Source: an optimization exercise on an open RTL-to-GDS flow (aim: small area, a short achievable clock period and few clock cycles). Production flows keep margins and buffers that such runs may drop.
Function was checked by simulation only, so behaviour that the tests miss may differ from the original.
Power figures rest on the tool's default switching activity, not on a simulated workload.

`flow/run.sh`:
```
#!/bin/bash
# The standard layout, with:
# - port buffers of a plain buffer cell (buf_4) instead of the default pick,
# - repair_timing aiming for slack beyond the clock period's on every
#   endpoint (the SDC itself is unchanged).
set -euo pipefail
bash standard.sh "BUFFER_PORTS_ARGS=-buffer_cell sky130_fd_sc_hd__buf_4" \
	SETUP_SLACK_MARGIN=10.3 TNS_END_PERCENT=100 finish > make_flow.log 2>&1
```
`constraint.sdc`:
```
create_clock -name core_clock -period 15.0 [get_ports {clk}]
set_input_delay 3.0000 -clock core_clock [delete_from_list [all_inputs] [get_ports {clk}]]
set_output_delay 3.0000 -clock core_clock [all_outputs]
set_load 0.01 [all_outputs]
```
`design.v`:
```
`default_nettype none
package mipsPkg;
	localparam logic [3:0] clsR    = 4'b0000;  
	localparam logic [3:0] clsJr   = 4'b0001;
	localparam logic [3:0] clsJ    = 4'b0010;
	localparam logic [3:0] clsJal  = 4'b0011;
	localparam logic [3:0] clsBeq  = 4'b0100;
	localparam logic [3:0] clsBne  = 4'b0101;
	localparam logic [3:0] clsLw   = 4'b0110;
	localparam logic [3:0] clsSw   = 4'b1011;
	localparam logic [3:0] clsAddi = 4'b1000;
	localparam logic [3:0] clsSlti = 4'b1010;
	localparam logic [3:0] clsAndi = 4'b1100;
	localparam logic [3:0] clsOri  = 4'b1101;
	localparam logic [3:0] clsIll  = 4'b1110;  
	localparam logic [3:0] clsHalt = 4'b1111;  
	function automatic logic [3:0] classOf(input logic [5:0] opcode, input logic [5:0] funct);
		logic [3:0] c;
		case (opcode)
			6'b000000: c = (funct == 6'b001000) ? clsJr : clsR;
			6'b000010: c = clsJ;
			6'b000011: c = clsJal;
			6'b000100: c = clsBeq;
			6'b000101: c = clsBne;
			6'b001000: c = clsAddi;
			6'b001010: c = clsSlti;
			6'b001100: c = clsAndi;
			6'b001101: c = clsOri;
			6'b100011: c = clsLw;
			6'b101011: c = clsSw;
			6'b111111: c = clsHalt;
			default:   c = clsIll;
		endcase
		classOf = c;
	endfunction
	typedef struct packed {
		logic [5:0] opcode;
		logic [5-1:0] rs;
		logic [5-1:0] rt;
		logic [5-1:0] rd;
		logic [4:0] shamt;
		logic [5:0] funct;
	} rFmtT;
	typedef struct packed {
		logic [5:0] opcode;
		logic [5-1:0] rs;
		logic [5-1:0] rt;
		logic [15:0] imm16;
	} iFmtT;
	typedef struct packed {
		logic [5:0] opcode;
		logic [25:0] target26;
	} jFmtT;
	typedef union packed {
		rFmtT rFmt;
		iFmtT iFmt;
		jFmtT jFmt;
	} instrU;
	typedef struct packed {
		logic [5-1:0] dest;  
		logic commitWrite;         
		logic memWrite;            
		logic memRead;             
		logic link;                
		logic aluSrc;              
		logic zeroExt;             
		logic aSub;                
		logic aSlt;                
		logic aAnd;
		logic aOr;
		logic branch;              
		logic jump;                
		logic jr;
		logic halt;                
		logic illegal;             
	} ctrlT;
	typedef struct packed {
		logic [32-1:0] pc;
		logic regWrite;
		logic [5-1:0] dest;
		logic [32-1:0] data;
		logic memWrite;
		logic halted;
	} commitT;
endpackage
`default_nettype wire
`timescale 1ns/1ps
`default_nettype none
module control (
	input  logic [29:0] word,
	output mipsPkg::ctrlT ctrl
);
	logic [3:0] cls;
	logic [5:0] funct;
	logic regWrite, aluFunct;
	logic [1:0] regDst;  
	assign cls   = word[29:26];
	assign funct = word[5:0];
	always_comb
	begin
		regDst        = 2'b01;
		regWrite      = 1'b1;
		aluFunct      = 1'b0;
		ctrl.memWrite = 1'b0;
		ctrl.memRead  = 1'b0;
		ctrl.link     = 1'b0;
		ctrl.aluSrc   = 1'b1;
		ctrl.zeroExt  = 1'b0;
		ctrl.aSub     = 1'b0;
		ctrl.aSlt     = 1'b0;
		ctrl.aAnd     = 1'b0;
		ctrl.aOr      = 1'b0;
		ctrl.branch   = 1'b0;
		ctrl.jump     = 1'b0;
		ctrl.jr       = 1'b0;
		ctrl.halt     = 1'b0;
		ctrl.illegal  = 1'b0;
		case (cls)
			mipsPkg::clsR:
			begin
				aluFunct    = 1'b1;
				ctrl.aluSrc = 1'b0;
			end
			mipsPkg::clsJr:
			begin
				regWrite    = 1'b0;
				ctrl.aluSrc = 1'b0;
				ctrl.jr     = 1'b1;
			end
			mipsPkg::clsJ:
			begin
				regWrite  = 1'b0;
				ctrl.jump = 1'b1;
			end
			mipsPkg::clsJal:
			begin
				regDst    = 2'b10;
				ctrl.jump = 1'b1;
				ctrl.link = 1'b1;
			end
			mipsPkg::clsAddi:
				regDst = 2'b00;
			mipsPkg::clsAndi:
			begin
				regDst       = 2'b00;
				ctrl.aAnd    = 1'b1;
				ctrl.zeroExt = 1'b1;
			end
			mipsPkg::clsOri:
			begin
				regDst       = 2'b00;
				ctrl.aOr     = 1'b1;
				ctrl.zeroExt = 1'b1;
			end
			mipsPkg::clsSlti:
			begin
				regDst    = 2'b00;
				ctrl.aSub = 1'b1;
				ctrl.aSlt = 1'b1;
			end
			mipsPkg::clsBeq, mipsPkg::clsBne:
			begin
				regWrite    = 1'b0;
				ctrl.aluSrc = 1'b0;
				ctrl.branch = 1'b1;
			end
			mipsPkg::clsLw:
			begin
				regDst       = 2'b00;
				ctrl.memRead = 1'b1;
			end
			mipsPkg::clsSw:
			begin
				regWrite      = 1'b0;
				ctrl.memWrite = 1'b1;
			end
			default:  
			begin
				regWrite     = 1'b0;
				ctrl.halt    = 1'b1;
				ctrl.illegal = (cls == mipsPkg::clsIll);
			end
		endcase
		if (aluFunct)
		begin
			case (funct)
				6'b100010: ctrl.aSub = 1'b1;       
				6'b100100: ctrl.aAnd = 1'b1;       
				6'b100101: ctrl.aOr  = 1'b1;       
				6'b101010:                         
				begin
					ctrl.aSub = 1'b1;
					ctrl.aSlt = 1'b1;
				end
				default: ;                         
			endcase
		end
		case (regDst)
			2'b01:   ctrl.dest = word[15:11];
			2'b10:   ctrl.dest = 5'd31;  
			default: ctrl.dest = word[20:16];
		endcase
		ctrl.commitWrite = regWrite && (ctrl.dest != '0);
	end
endmodule
`default_nettype wire
`timescale 1ns/1ps
`default_nettype none
module alu (
	input  logic aSub,
	input  logic aSlt,
	input  logic aAnd,
	input  logic aOr,
	input  logic [32-1:0] a,
	input  logic [32-1:0] b,
	output logic [32-1:0] result,
	output logic [32-1:0] fast     
);
	logic [32-1:0] sum;
	logic lessThan;
	assign sum = a + (aSub ? ~b : b) + 32'(aSub);
	assign lessThan = (a[32-1] != b[32-1]) ? a[32-1] : sum[32-1];
	always_comb
	begin
		if (aAnd)
			fast = a & b;
		else if (aOr)
			fast = a | b;
		else
			fast = sum;
	end
	always_comb
	begin
		if (aAnd)
			result = a & b;
		else if (aOr)
			result = a | b;
		else if (aSlt)
			result = {{(32-1){1'b0}}, lessThan};
		else
			result = sum;
	end
endmodule
`default_nettype wire
`timescale 1ns/1ps
`default_nettype none
module regFile (
	input  logic clk,
	input  logic rstN,
	input  logic [5-1:0] rs,
	input  logic [5-1:0] rt,
	input  logic we,
	input  logic [31:1] wsel,
	input  logic [32-1:0] wd,
	output logic [32-1:0] rsData,
	output logic [32-1:0] rtData
);
	logic [31:1][32-1:0] regs;
	logic [31:1] valid;
	always_ff @(posedge clk or negedge rstN)
	begin
		if (!rstN)
			valid <= '0;
		else
			for (int i = 1; i < 32; i++)
				if (we && wsel[i])
					valid[i] <= 1'b1;
	end
	always_ff @(posedge clk)
	begin
		for (int i = 1; i < 32; i++)
			if (we && wsel[i])
				regs[i] <= wd;
	end
	always_comb
	begin
		rsData = '0;
		rtData = '0;
		for (int i = 1; i < 32; i++)
		begin
			rsData = rsData | (regs[i] & {32{valid[i] && (rs == 5'(i))}});
			rtData = rtData | (regs[i] & {32{valid[i] && (rt == 5'(i))}});
		end
	end
endmodule
`default_nettype wire
`timescale 1ns/1ps
`default_nettype none
module dataMem (
	input  logic clk,
	input  logic we,
	input  logic [7:0] selHi,
	input  logic [7:0] selLo,
	input  logic [32-1:0] wd,
	output logic [32-1:0] rd
);
	logic [64-1:0][32-1:0] mem;
	logic [64-1:0] sel;
	always_comb
		for (int i = 0; i < 64; i++)
			sel[i] = selHi[i / 8] && selLo[i % 8];
	always_ff @(posedge clk)
	begin
		for (int i = 0; i < 64; i++)
			if (we && sel[i])
				mem[i] <= wd;
	end
	always_comb
	begin
		rd = '0;
		for (int i = 0; i < 64; i++)
			rd = rd | (mem[i] & {32{sel[i]}});
	end
endmodule
`default_nettype wire
`timescale 1ns/1ps
`default_nettype none
module mipsCore (
	input  logic clk,
	input  logic rstN,
	input  logic imemWe,
	input  logic [6-1:0] imemAddr,
	input  logic [32-1:0] imemData,
	input  logic run,
	output logic commitValid,
	output mipsPkg::commitT commit,
	output logic halted,
	output logic illegal
);
	localparam int BhtAw = 5;
	logic [64-1:0][29:0] imem;  
	logic [6-1:0] fidx;         
	logic [7:0] fselHi, fselLo;        
	logic [6-1:0] rasIdx;       
	logic [(1 << BhtAw)-1:0] bht;      
	logic fresh;                       
	logic [29:0] dWord;
	logic dValid;
	logic [6-1:0] dIdx;
	logic dPredTaken;                  
	logic [6-1:0] dAltIdx;      
	logic [29:0] ir;
	mipsPkg::ctrlT xc;                 
	logic [31:1] xWsel;                
	logic [7:0] xMemHi, xMemLo;        
	logic irValid;
	logic irPredTaken;
	logic [6-1:0] irAltIdx;
	logic [32-1:0] opA, opB;      
	logic [32-1:0] pc;            
	logic step, exec, mispredict;
	logic [6-1:0] redirectIdx;
	assign step = run && !halted;
	logic [64-1:0] fsel;
	logic [29:0] fWord;
	logic [3:0] fCls;
	logic fIsJump, fIsJal, fIsBranch, fIsJr, fPredTaken;
	logic [6-1:0] fSeqIdx, fBrIdx, fNextIdx, fAltIdx;
	always_comb
		for (int i = 0; i < 64; i++)
			fsel[i] = fselHi[i / 8] && fselLo[i % 8];
	always_comb
	begin
		fWord = '0;
		for (int i = 0; i < 64; i++)
			fWord = fWord | (imem[i] & {30{fsel[i]}});
	end
	assign fCls       = fWord[29:26];
	assign fIsJump    = (fCls[3:1] == 3'b001);
	assign fIsJal     = (fCls == mipsPkg::clsJal);
	assign fIsBranch  = (fCls[3:1] == 3'b010);
	assign fIsJr      = (fCls == mipsPkg::clsJr);
	assign fPredTaken = (fCls[0] || fWord[15]) ^ bht[fidx[BhtAw-1:0]];
	assign fSeqIdx    = fidx + 1'b1;
	assign fBrIdx     = fSeqIdx + fWord[5:0];
	assign fAltIdx    = fPredTaken ? fSeqIdx : fBrIdx;
	always_comb
	begin
		if (fIsJump)
			fNextIdx = fWord[5:0];
		else if (fIsJr)
			fNextIdx = rasIdx;
		else if (fIsBranch && fPredTaken)
			fNextIdx = fBrIdx;
		else
			fNextIdx = fSeqIdx;
	end
	logic [29:0] wrWord, pWord;
	assign wrWord = {mipsPkg::classOf(imemData[31:26], imemData[5:0]), imemData[25:0]};
	assign pWord  = (imemWe && !run && (imemAddr == '0)) ? wrWord : imem[0];
	always_ff @(posedge clk)
	begin
		for (int i = 0; i < 64; i++)
			if (imemWe && !run && (imemAddr == 6'(i)))
				imem[i] <= wrWord;
	end
	logic fUpdate, rStall;
	logic [6-1:0] fidxNext;
	always_comb
	begin
		fUpdate  = 1'b1;
		fidxNext = fNextIdx;
		if (!step)
		begin
			fUpdate  = fresh;
			fidxNext = 6'd1;
		end
		else if (mispredict)
			fidxNext = redirectIdx;
		else if (rStall)
			fUpdate  = 1'b0;
	end
	always_ff @(posedge clk or negedge rstN)
	begin
		if (!rstN)
		begin
			fidx    <= '0;
			fselHi  <= 8'd1;
			fselLo  <= 8'd1;
			rasIdx  <= '0;
			dValid  <= 1'b0;
			irValid <= 1'b0;
			fresh   <= 1'b1;
		end
		else
		begin
			if (fUpdate)
			begin
				fidx <= fidxNext;
				for (int i = 0; i < 8; i++)
				begin
					fselHi[i] <= (fidxNext[5:3] == 3'(i));
					fselLo[i] <= (fidxNext[2:0] == 3'(i));
				end
			end
			if (!step)
			begin
				if (fresh)
					dValid <= 1'b1;
			end
			else
			begin
				fresh   <= 1'b0;
				irValid <= !mispredict && !rStall && dValid;
				if (mispredict)
					dValid <= 1'b0;
				else if (!rStall)
				begin
					dValid <= 1'b1;
					if (fIsJal)
						rasIdx <= fSeqIdx;
				end
			end
		end
	end
	always_ff @(posedge clk)
	begin
		if (!step && fresh)
		begin
			dWord      <= pWord;
			dIdx       <= '0;
			dPredTaken <= 1'b0;
			dAltIdx    <= 6'd1 + pWord[5:0];
		end
		else if (step && !mispredict && !rStall)
		begin
			dWord      <= fWord;
			dIdx       <= fidx;
			dPredTaken <= fPredTaken;
			dAltIdx    <= fAltIdx;
		end
	end
	mipsPkg::ctrlT rc;
	logic [32-1:0] rsRead, rtRead, rsVal, rtVal, wbData;
	logic [7:0] rAddrLow;
	logic [31:1] rWsel;
	logic [32-1:0] rsAddr, aluFast;
	logic xFwd, xFwdFast;
	control readDecode (.word(dWord), .ctrl(rc));
	regFile regFileInst (.clk(clk), .rstN(rstN), .rs(dWord[25:21]), .rt(dWord[20:16]),
		.we(exec), .wsel(xWsel), .wd(wbData), .rsData(rsRead), .rtData(rtRead));
	assign xFwd  = irValid && xc.commitWrite;
	assign rsVal = (xFwd && (xc.dest == dWord[25:21])) ? wbData : rsRead;
	assign rtVal = (xFwd && (xc.dest == dWord[20:16])) ? wbData : rtRead;
	assign xFwdFast = !(xc.memRead || xc.link || xc.aSlt);
	assign rsAddr   = (xFwd && (xc.dest == dWord[25:21])) ? aluFast : rsRead;
	assign rAddrLow = rsAddr[7:0] + dWord[7:0];
	assign rStall   = dValid && (rc.memRead || rc.memWrite) && xFwd && !xFwdFast &&
		(xc.dest == dWord[25:21]);
	always_comb
		for (int i = 1; i < 32; i++)
			rWsel[i] = rc.commitWrite && (rc.dest == 5'(i));
	always_ff @(posedge clk)
	begin
		if (step && !mispredict)
		begin
			ir          <= dWord;
			xc          <= rc;
			xWsel       <= rWsel;
			irPredTaken <= dPredTaken;
			irAltIdx    <= dAltIdx;
			opA         <= rsVal;
			opB         <= rtVal;
			for (int i = 0; i < 8; i++)
			begin
				xMemHi[i] <= (rAddrLow[7:5] == 3'(i));
				xMemLo[i] <= (rAddrLow[4:2] == 3'(i));
			end
		end
	end
	logic eq, taken;
	logic [32-1:0] extImm, aluResult, memData;
	logic [32-1:0] pcPlus4, branchTarget, nextPc;
	logic [30:0] branchSum;
	logic [6-1:0] predNextIdx;
	assign exec = step && irValid;
	assign extImm = {{16{ir[15] && !xc.zeroExt}}, ir[15:0]};
	alu aluInst (.aSub(xc.aSub), .aSlt(xc.aSlt), .aAnd(xc.aAnd), .aOr(xc.aOr),
		.a(opA), .b(xc.aluSrc ? extImm : opB), .result(aluResult), .fast(aluFast));
	dataMem dataMemInst (.clk(clk), .we(xc.memWrite && exec), .selHi(xMemHi), .selLo(xMemLo),
		.wd(opB), .rd(memData));
	assign pcPlus4 = pc + 32'd4;
	always_comb
	begin
		if (xc.memRead)
			wbData = memData;
		else if (xc.link)
			wbData = pcPlus4;
		else
			wbData = aluResult;
	end
	assign eq    = (opA == opB);
	assign taken = xc.branch && (eq ^ ir[26]);  
	assign branchSum    = {pc[31:2], 1'b1} + {{14{ir[15]}}, ir[15:0], 1'b1};
	assign branchTarget = {branchSum[30:1], pc[1:0]};
	always_comb
	begin
		if (xc.jump)
			nextPc = {pcPlus4[31:28], ir[25:0], 2'b00};
		else if (xc.jr)
			nextPc = opA;
		else if (taken)
			nextPc = branchTarget;
		else
			nextPc = pcPlus4;
	end
	assign predNextIdx = dValid ? dIdx : fidx;
	assign mispredict  = irValid && ((xc.branch && (taken != irPredTaken)) ||
		(xc.jr && (opA[6+1:2] != predNextIdx)) ||
		(xc.jump && (ir[6-1:0] != predNextIdx)));
	always_comb
	begin
		if (xc.jr)
			redirectIdx = opA[6+1:2];
		else if (xc.jump)
			redirectIdx = ir[6-1:0];
		else
			redirectIdx = irAltIdx;
	end
	always_ff @(posedge clk or negedge rstN)
	begin
		if (!rstN)
		begin
			pc          <= '0;
			halted      <= 1'b0;
			illegal     <= 1'b0;
			commitValid <= 1'b0;
			bht         <= '0;
		end
		else
		begin
			commitValid <= exec;
			if (exec)
			begin
				if (xc.halt)
					halted <= 1'b1;  
				else
					pc <= nextPc;
				illegal <= illegal || xc.illegal;
				if (xc.branch)
					bht[pc[BhtAw+1:2]] <= taken ^ (ir[26] || ir[15]);
			end
		end
	end
	always_ff @(posedge clk)
	begin
		commit.pc       <= pc;
		commit.regWrite <= xc.commitWrite;
		commit.dest     <= xc.dest;
		commit.data     <= xc.commitWrite ? wbData : (xc.memWrite ? opB : '0);
		commit.memWrite <= xc.memWrite;
		commit.halted   <= xc.halt;
	end
endmodule
`default_nettype wire
```
`config.mk`:
```
export PLATFORM = sky130hd
export DESIGN_NAME = mipsCore
export DESIGN_NICKNAME = mipsCore
export VERILOG_FILES = /design/flow/design.v
export SDC_FILE = /design/flow/constraint.sdc
export NUM_CORES = 4
export LEC_CHECK = 0
export CAP_MARGIN = 20
export CELL_PAD_IN_SITES_DETAIL_PLACEMENT = 1
export CELL_PAD_IN_SITES_GLOBAL_PLACEMENT = 1
export CORE_MARGIN = 2
export CORE_UTILIZATION = 45
export CTS_CLUSTER_DIAMETER = 60
export CTS_CLUSTER_SIZE = 20
export PLACE_DENSITY = 0.55
export SLEW_MARGIN = 20
```
`standard.sh`:
```
#!/bin/bash
# synth_recipe.tcl (not shown) runs the flow's synth.tcl, then flattens the netlist and writes it again
# the make line also repeats each setting of config.mk as NAME=value (left out here)
make -C /OpenROAD-flow-scripts/flow DESIGN_CONFIG=/design/flow/config.mk WORK_HOME=/design/flow/orfs CLKGATE_MAP_FILE= SYNTH_SCRIPT=/design/flow/synth_recipe.tcl "${@:-finish}"
```
==> results.txt <==
- Fin crit share: 0.324
- Initial drt markers: 29,800
- Ratio of total power to cell area: 166 nW/um^2
- Area growth from synthesis to layout: 16.3%
- Initial Utilization: 0.451
- P_sw: 13.2 mW
- Hold Vio Cnt, Final: 0
- Most used cell, CP: buf_4
- Worst setup EP type: flip-flop
- Die X: 683 um
- Flop pwr share: 0.453
- Synthesis-stage register bit count: 5,369
- Slowest CP cell: or4_1
- Max-cap check violation count: 0
- RSZ-0062 raised after global routing: true
- Top fanout value on the critical path: 34
- Cell with the most instances after synthesis: edfxtp_1
- Worst-margin pin slew: 1.32 ns
- Ys flop type: edfxtp_1
- Core Footprint: 459,000 sq um
- Via Count: 149,000
- CP startpoint kind: flip-flop
- Crit-path cells: and2_2 -> buf_4 -> a22o_1 -> a221oi_1 -> nand3_1 -> or4_1 -> o41ai_4 -> o211ai_1 -> buf_4 -> nand2_1 -> o21ai_0
- Clk root buf: clkbuf_16
- Final Max Slew Viols: 0
- First-pass GRT wire length: 1370 mm
- TNS Setup: 0 ns
- Post-Route WL: 1060 mm
- H-Tree Depth: 5
- Largest net degree at the start of global routing: 109
- Final setup fails: 0
- Routed len/inst: 54.0 um
- Synthesized Nets: 12,600
- Status: finished clean
- Chip Height: 683 um
- Clock Power Share: 0.335
- Dpl hpwl: 591 mm
- Buffers & Inverters on Critical Path: 2
- Switching Share: 0.330
- GRT Util Overall: 0.444
- Power after layout: 40.0 mW
- Post-synthesis sequential area ratio: 0.769
- Hold WC Path Type: reg -> reg
- Comb power frac: 0.212
- Hold-fix buffers, CTS: 0
- Clk slew on worst S/H paths: 0.08 ns
- Clock Latency Late Sink: 1.12 ns
- Die ar.: 466,000 sq um
- Ports: 117
- EDFF count, synth: 5,131
- Placer Congestion: 0.922
- Crit Path Class: reg -> reg
- Drt pass-1 iters: 13
- Clock Tree Buf Depth: 4
- Area share of the largest cell type after synthesis: 0.743
- Util after Layout: 0.525
- Fin crit period: 4.87 ns
- FF-to-FF path depth: 11
- WP data required: 15.89 ns
- TritonCTS buffer count: 472
- Vias/cell: 7.57
- Synth Warn #: 5
- TritonCTS clock tree: yes
- Post-synth cell types: 100
- Clock Skew: 0.0944 ns
- Antenna viol nets, final: 0
- Top cell family by delay on the critical path: compound AO/OA/AOI/OAI gates
- P_int: 26.8 mW
- WP data arrival: 5.76 ns
- DRC Markers: 0
- Post-synth ARST share: 0.0240
- Worst hold path stage count: 0
- Cell count after synthesis: 12,500
- CP Depth: 11
- Fmax: 205 MHz
- Post-synth top area cell: edfxtp_1
- Top post-synthesis cells by area: edfxtp_1 74%, a22oi_1 4.3%, a22o_1 3.4%
- IO buf count: 116
- Worst VDD drop: 0.000149 V
- Synth Area per Inst: 16.6 sq um
- Leakage: 77.9 nW
- Max stage delay on crit path: 0.69 ns
- Slew HR: 0.118
- Vias in the first global route: 142,000
- GRT overflow: 0
- Mapped Area: 207,000 sq um
- Final #Nets: 13,200
- # rows: 249
- Layout cells sized above 1: 0.193
- Clk sink count: 5,369
- Initial antenna violation count: 76
- Top post-synthesis cells by count: 5,131 x edfxtp_1, 1,177 x a22oi_1, 804 x a22o_1, 784 x a221oi_1, 723 x clkbuf_1
[cells in the final DEF, fill, tap and decap left out, types with 79 or more instances in the layout]
cell type,count
a221oi_1,754
o21ai_0,196
xnor2_1,102
nand4_1,362
buf_4,744
buf_6,79
and2_2,93
a222oi_1,151
inv_6,101
xor2_1,80
nor3_1,120
edfxtp_1,5131
a22oi_1,1163
clkbuf_16,488
dfxtp_1,93
nand2_1,308
nand3_1,271
dfrtp_1,108
nor2_4,86
a22o_1,804
and3_2,103
nor2_1,293
a21oi_1,230
[layout make-up]
class                   instances  area, sq um
inverters                      80          385
fillers                     42000       218000
repair buffers                949         9080
flip-flops and latches       5369       160000
well taps                    6149         7690
clock inverters               394         4710
clock buffers                 499        12100
multi-input cells            6202        47400
repair inverters               11         80.1
diodes                         32         80.1
[metrics by stage]
step | setup slack, ns | hold slack (ns) | area [sq um] | std cells
detailed placement | 7.60 | 0.409 | 219000 | 18500
floorplan | 8.55 | 0.346 | 208000 | 12500
global placement | 7.59 | 0.410 | 219000 | 18500
global route | 10.16 | 0.428 | 241000 | 19700
finish | 10.13 | 0.427 | 241000 | 19700
CTS | 10.12 | 0.426 | 239000 | 19600
[per-layer routing]
| metal | GRT usage | vias up | share of wire | wire [um] |
|---|---|---|---|---|
| li1 | - | 53700 | - | - |
| met1 | 0.570 | 78400 | 0.35 | 370000 |
| met2 | 0.672 | 13600 | 0.44 | 467000 |
| met3 | 0.119 | 3354 | 0.13 | 140000 |
| met4 | 0.283 | 44 | 0.081 | 85900 |
| met5 | 0.000825 | - | 0.00033 | 353 |
[cells by family (layout without fill, tap and decap cells)]
logic type	after synthesis	in the layout	share of synthesized area
XOR/XNOR	189	189	0.00798
AO/OA/AOI/OAI	3743	3750	0.142
AND/OR/NAND/NOR	2052	2066	0.0516
adder cells (fa/ha/maj)	82	82	0.00506
multiplexers	115	115	0.00636
other	0	32	0
buffers and inverters	958	1933	0.0176
flip-flops	5369	5369	0.769
[sequential cells by signal (all words and copies together), names as in the netlist, 32 cells and up]
signal,flops
dataMemInst.mem,2048
bht,32
regFileInst.regs,992
commit,72
pc,32
opA,32
opB,32
imem,1920
[power by group through the flow]
stage	sequential (mW)	combinational (mW)	clock, mW
floorplan	18.2	3.57	0
global placement	18.4	7.30	0
finish	18.1	8.47	13.4
detailed placement	18.4	7.39	0
global route	18.1	8.55	13.9
CTS	18.1	7.90	13.4
[what timing repair did]
item                                    in CTS  in global routing
pin swaps                                   69                 85
buffers inserted                           122                 81
resized for setup                          434                242
endpoints found under the setup margin    3305               1202
gates cloned                                41                 11
[worst paths after layout]
check,startpoint,end,slack (ns)
max in group asynchronous,rstN,fselHi[6],11.22
max,xMemHi[7],commit[20],10.13
min in group asynchronous,rstN,regFileInst.valid[7],1.79
max reg2reg,xMemHi[7],commit[20],10.13
min reg2reg,dAltIdx[3],irAltIdx[3],0.43
min,dAltIdx[3],irAltIdx[3],0.43
Testbench counts, summed over its fixed seeds: cycles 30,701.

re-timing with driven ports:
The flow's constraints put no driver on any port. The routed layout listed below was extracted and timed again, unchanged, in two steps. Step 1: set_driving_cell puts a clkbuf_16 on clk and a buf_2 on each other input, an assumption about the parent block. Step 2 also shifts input and output timing later by t, the mid clock arrival at the registers, as if the neighbouring blocks saw the same clock. Slacks: no drivers / after step 1 / after step 2; pairs: no drivers / after step 1.
t (ns): 1.205
setup WS [ns]: 10.133 / 10.045 / 9.083
slew at the worst register clock pin (ns): 0.09 / 0.09
worst data-port slew with drivers (ns): 0.26
After both steps setup and hold are still met in this run. For this run, drivers alone change the setup slack by -0.088 ns; drivers and shift together by -1.050 ns.
